This is an optimization exercise on Yosys and OpenROAD, whose aim is small area, a short achievable clock period and few clock cycles, not a production implementation. Only simulation tests tie the RTL to the original design; equivalence was not proved. No activity file was given, so power comes from the tool's default toggle rates.

## deparser_top
module deparser_top
(
	input wire clk,
	input wire aresetn,
	input deparser_pkg::phv_t phv,
	input wire phv_empty,
	output logic phv_rd_en,
	input deparser_pkg::vlan_id_t vlan_id,
	input wire vlan_empty,
	output logic vlan_rd_en,
	input deparser_pkg::head_data_t head_data,
	input deparser_pkg::head_keep_t head_keep,
	input deparser_pkg::head_last_t head_last,
	input wire head_empty,
	output logic head_rd_en,
	input deparser_pkg::seg_data_t body_data,
	input deparser_pkg::seg_keep_t body_keep,
	input wire body_last,
	input wire body_empty,
	output logic body_rd_en,
	output deparser_pkg::seg_data_t out_data,
	output deparser_pkg::seg_keep_t out_keep,
	output logic out_last,
	output logic out_valid,
	input wire out_ready,
	input deparser_pkg::seg_data_t ctrl_data,
	input wire ctrl_valid,
	input wire ctrl_last
);
export LEC_CHECK = 0
export CAP_MARGIN = 20
export CORE_MARGIN = 2
export CORE_UTILIZATION = 40
export CTS_BUF_LIST = sky130_fd_sc_hd__clkbuf_8
export CTS_CLUSTER_DIAMETER = 50
export CTS_CLUSTER_SIZE = 14
export SLEW_MARGIN = 20
export SYNTH_HIERARCHICAL = 1
export SYNTH_MINIMUM_KEEP_SIZE = 1000000
create_clock -name core_clock -period 9.0 [get_ports {clk}]
standard.sh (not shown) runs the stock make flow with config.mk's settings and CLKGATE_MAP_FILE= SYNTH_SCRIPT=/design/flow/synth_recipe.tcl, a recipe that flattens the netlist after the stock synthesis.
==> flow/flow/run.sh <==
#!/bin/bash
set -uo pipefail
here=$(pwd)
export BUFFER_PORTS_ARGS="-buffer_cell sky130_fd_sc_hd__buf_1"
export CTS_ARGS="-sink_clustering_enable -repair_clock_nets -dont_use_dummy_load -sink_clustering_size 14 -sink_clustering_max_diameter 50 -buf_list sky130_fd_sc_hd__clkbuf_8"
export SETUP_SLACK_MARGIN=5.3
export IO_CONSTRAINTS="$here/flow/io.tcl"
bash standard.sh > standard.log 2>&1
==> flow/flow/io.tcl <==
# Keep the FIFO handshake pins and the output handshake next to each other, so the
# paths from an empty flag to its read enable stay short.
set ctl {vlan_empty vlan_rd_en phv_empty phv_rd_en phv[384] head_empty head_rd_en head_last[0] head_last[1] body_empty body_rd_en body_last out_ready out_valid}
set_io_pin_constraint -pin_names $ctl -region right:180-220
Testbench counts at the start, summed over its fixed seeds: cycles 7,832.
Rerun with:
--- a/flow/flow/run.sh
+++ b/flow/flow/run.sh
@@ -6 +5,0 @@
-export SETUP_SLACK_MARGIN=5.3
Settings changed: PLACE_DENSITY set to 0.75, SETUP_SLACK_MARGIN set to 5.0.
=> The new run finished with timing, DRC and antenna clean. Hold slack gets better by 0.016 ns. Total power drops by 1.4%. Clock-buffer cell count came out lower by 9. Sequential cell count stays the same. Routed wire length rises by about 2.8%. Area after synthesis is unchanged. Cell count barely changes. Cell area went down by about 0.8%. Critical path depth stays the same. Fmax barely changes.
Rerun with:
Settings changed: PLACE_DENSITY 0.75 to 0.45.
Global-route usage goes down by 0.45 points.
Fmax goes down slightly.
Utilization goes up by 0.29 points.
Power goes up by a few percent.
Wire length goes down by a few percent.

---

deparser_top, a different RTL version from the one above (not shown whole).
For scale: ~4300 cells after synthesis, ~54000 um^2 of cells after synthesis.
Settings: LEC_CHECK=0, CAP_MARGIN=20, CORE_MARGIN=2, CORE_UTILIZATION=40, CTS_BUF_LIST=sky130_fd_sc_hd__clkbuf_8, CTS_CLUSTER_DIAMETER=50, CTS_CLUSTER_SIZE=14, GPL_ROUTABILITY_DRIVEN=0, GPL_TIMING_DRIVEN=0, SETUP_SLACK_MARGIN=5.0, SLEW_MARGIN=20, SYNTH_HIERARCHICAL=1, SYNTH_MINIMUM_KEEP_SIZE=1000000; clock period 9.0 ns.
==> flow/flow/run.sh <==
#!/bin/bash
set -uo pipefail
here=$(pwd)
export BUFFER_PORTS_ARGS="-buffer_cell sky130_fd_sc_hd__buf_1"
export CTS_ARGS="-sink_clustering_enable -repair_clock_nets -dont_use_dummy_load -sink_clustering_size 14 -sink_clustering_max_diameter 50 -buf_list sky130_fd_sc_hd__clkbuf_8"
export IO_CONSTRAINTS="$here/flow/io.tcl"
bash standard.sh > standard.log 2>&1
Scripts as last shown in full above: flow/flow/io.tcl
The baseline completed without violations.
Testbench counts at the start, summed over its fixed seeds: cycles 7,832.
Edit:
--- a/flow/config.mk
+++ b/flow/config.mk
@@ -12,6 +12,4 @@
 export CTS_CLUSTER_DIAMETER = 50
 export CTS_CLUSTER_SIZE = 14
-export GPL_ROUTABILITY_DRIVEN = 0
-export GPL_TIMING_DRIVEN = 0
 export SETUP_SLACK_MARGIN = 5.0
 export SLEW_MARGIN = 20
Effect: The new run ran to the end with no violations. Cell count came out lower by 4.6%. Core utilization came out lower by 1.0 points. Hold slack degrades by 0.028 ns. Sequential cell count stays the same. Total power came out lower by 0.89%. Clock-buffer cell count came out lower by 2. Fmax came out lower by 1.2%. Routed wire length came out lower by 7.3%. First-iteration DRC count came out lower by 22%. Non-clock buffer count came out lower by 289.
Edit:
--- a/flow/config.mk
+++ b/flow/config.mk
@@ -12,4 +12,5 @@
 export CTS_CLUSTER_DIAMETER = 50
 export CTS_CLUSTER_SIZE = 14
+export GPL_TIMING_DRIVEN = 0
 export SETUP_SLACK_MARGIN = 5.0
 export SLEW_MARGIN = 20
Effect: The new run finished with timing, DRC and antenna clean; wire length went up by roughly a tenth; power went up slightly; worst hold slack gets worse by 0.0051 ns; die area stays the same; cell count went up by a few percent; cell area went up by a few percent; sequential share of layout area went down by 1.2 points.

-- port drivers added, routing unchanged --
The results above use ideal ports. As a check the final layouts listed here were re-extracted and re-timed, cells and wires unchanged.
Step 1 (the two cells are an assumption about what drives the block):
set clk [get_ports {clk}]
set_driving_cell -lib_cell sky130_fd_sc_hd__clkbuf_16 $clk
set_driving_cell -lib_cell sky130_fd_sc_hd__buf_2 [delete_from_list [all_inputs] $clk]
Step 2 also shifts input and output timing later by t, the mid clock arrival at the registers, as if the neighbouring blocks saw the same clock.
Three values: no drivers, after step 1, after step 2; two values: the first two.
run | t, ns | slack for setup (ns) | hold slack, ns | latest minus earliest clock arrival (ns) | slew at the worst register clock pin (ns)
the first run of note 1 | 0.900 | 4.897 / 4.776 / 4.309 | 0.267 / 0.267 / 0.267 | 0.164 / 0.165 | 0.09 / 0.09
the second run of note 1 | 0.906 | 4.886 / 4.797 / 4.116 | 0.283 / 0.283 / 0.283 | 0.133 / 0.133 | 0.09 / 0.09
the third run of note 1 | 0.898 | 4.823 / 4.719 / 4.033 | 0.263 / 0.263 / 0.263 | 0.111 / 0.111 | 0.09 / 0.09
the first run of note 2 | 0.912 | 4.942 / 4.839 / 4.307 | 0.279 / 0.279 / 0.279 | 0.156 / 0.156 | 0.09 / 0.09
the second run of note 2 | 0.900 | 4.894 / 4.849 / 4.146 | 0.251 / 0.251 / 0.251 | 0.118 / 0.118 | 0.09 / 0.09
the third run of note 2 | 0.940 | 4.943 / 4.830 / 4.140 | 0.246 / 0.246 / 0.246 | 0.130 / 0.130 | 0.09 / 0.09
After both steps every run listed still meets setup and hold. For the third run of note 2, which loses most, drivers alone change the setup slack by -0.113 ns; drivers and shift together by -0.803 ns.
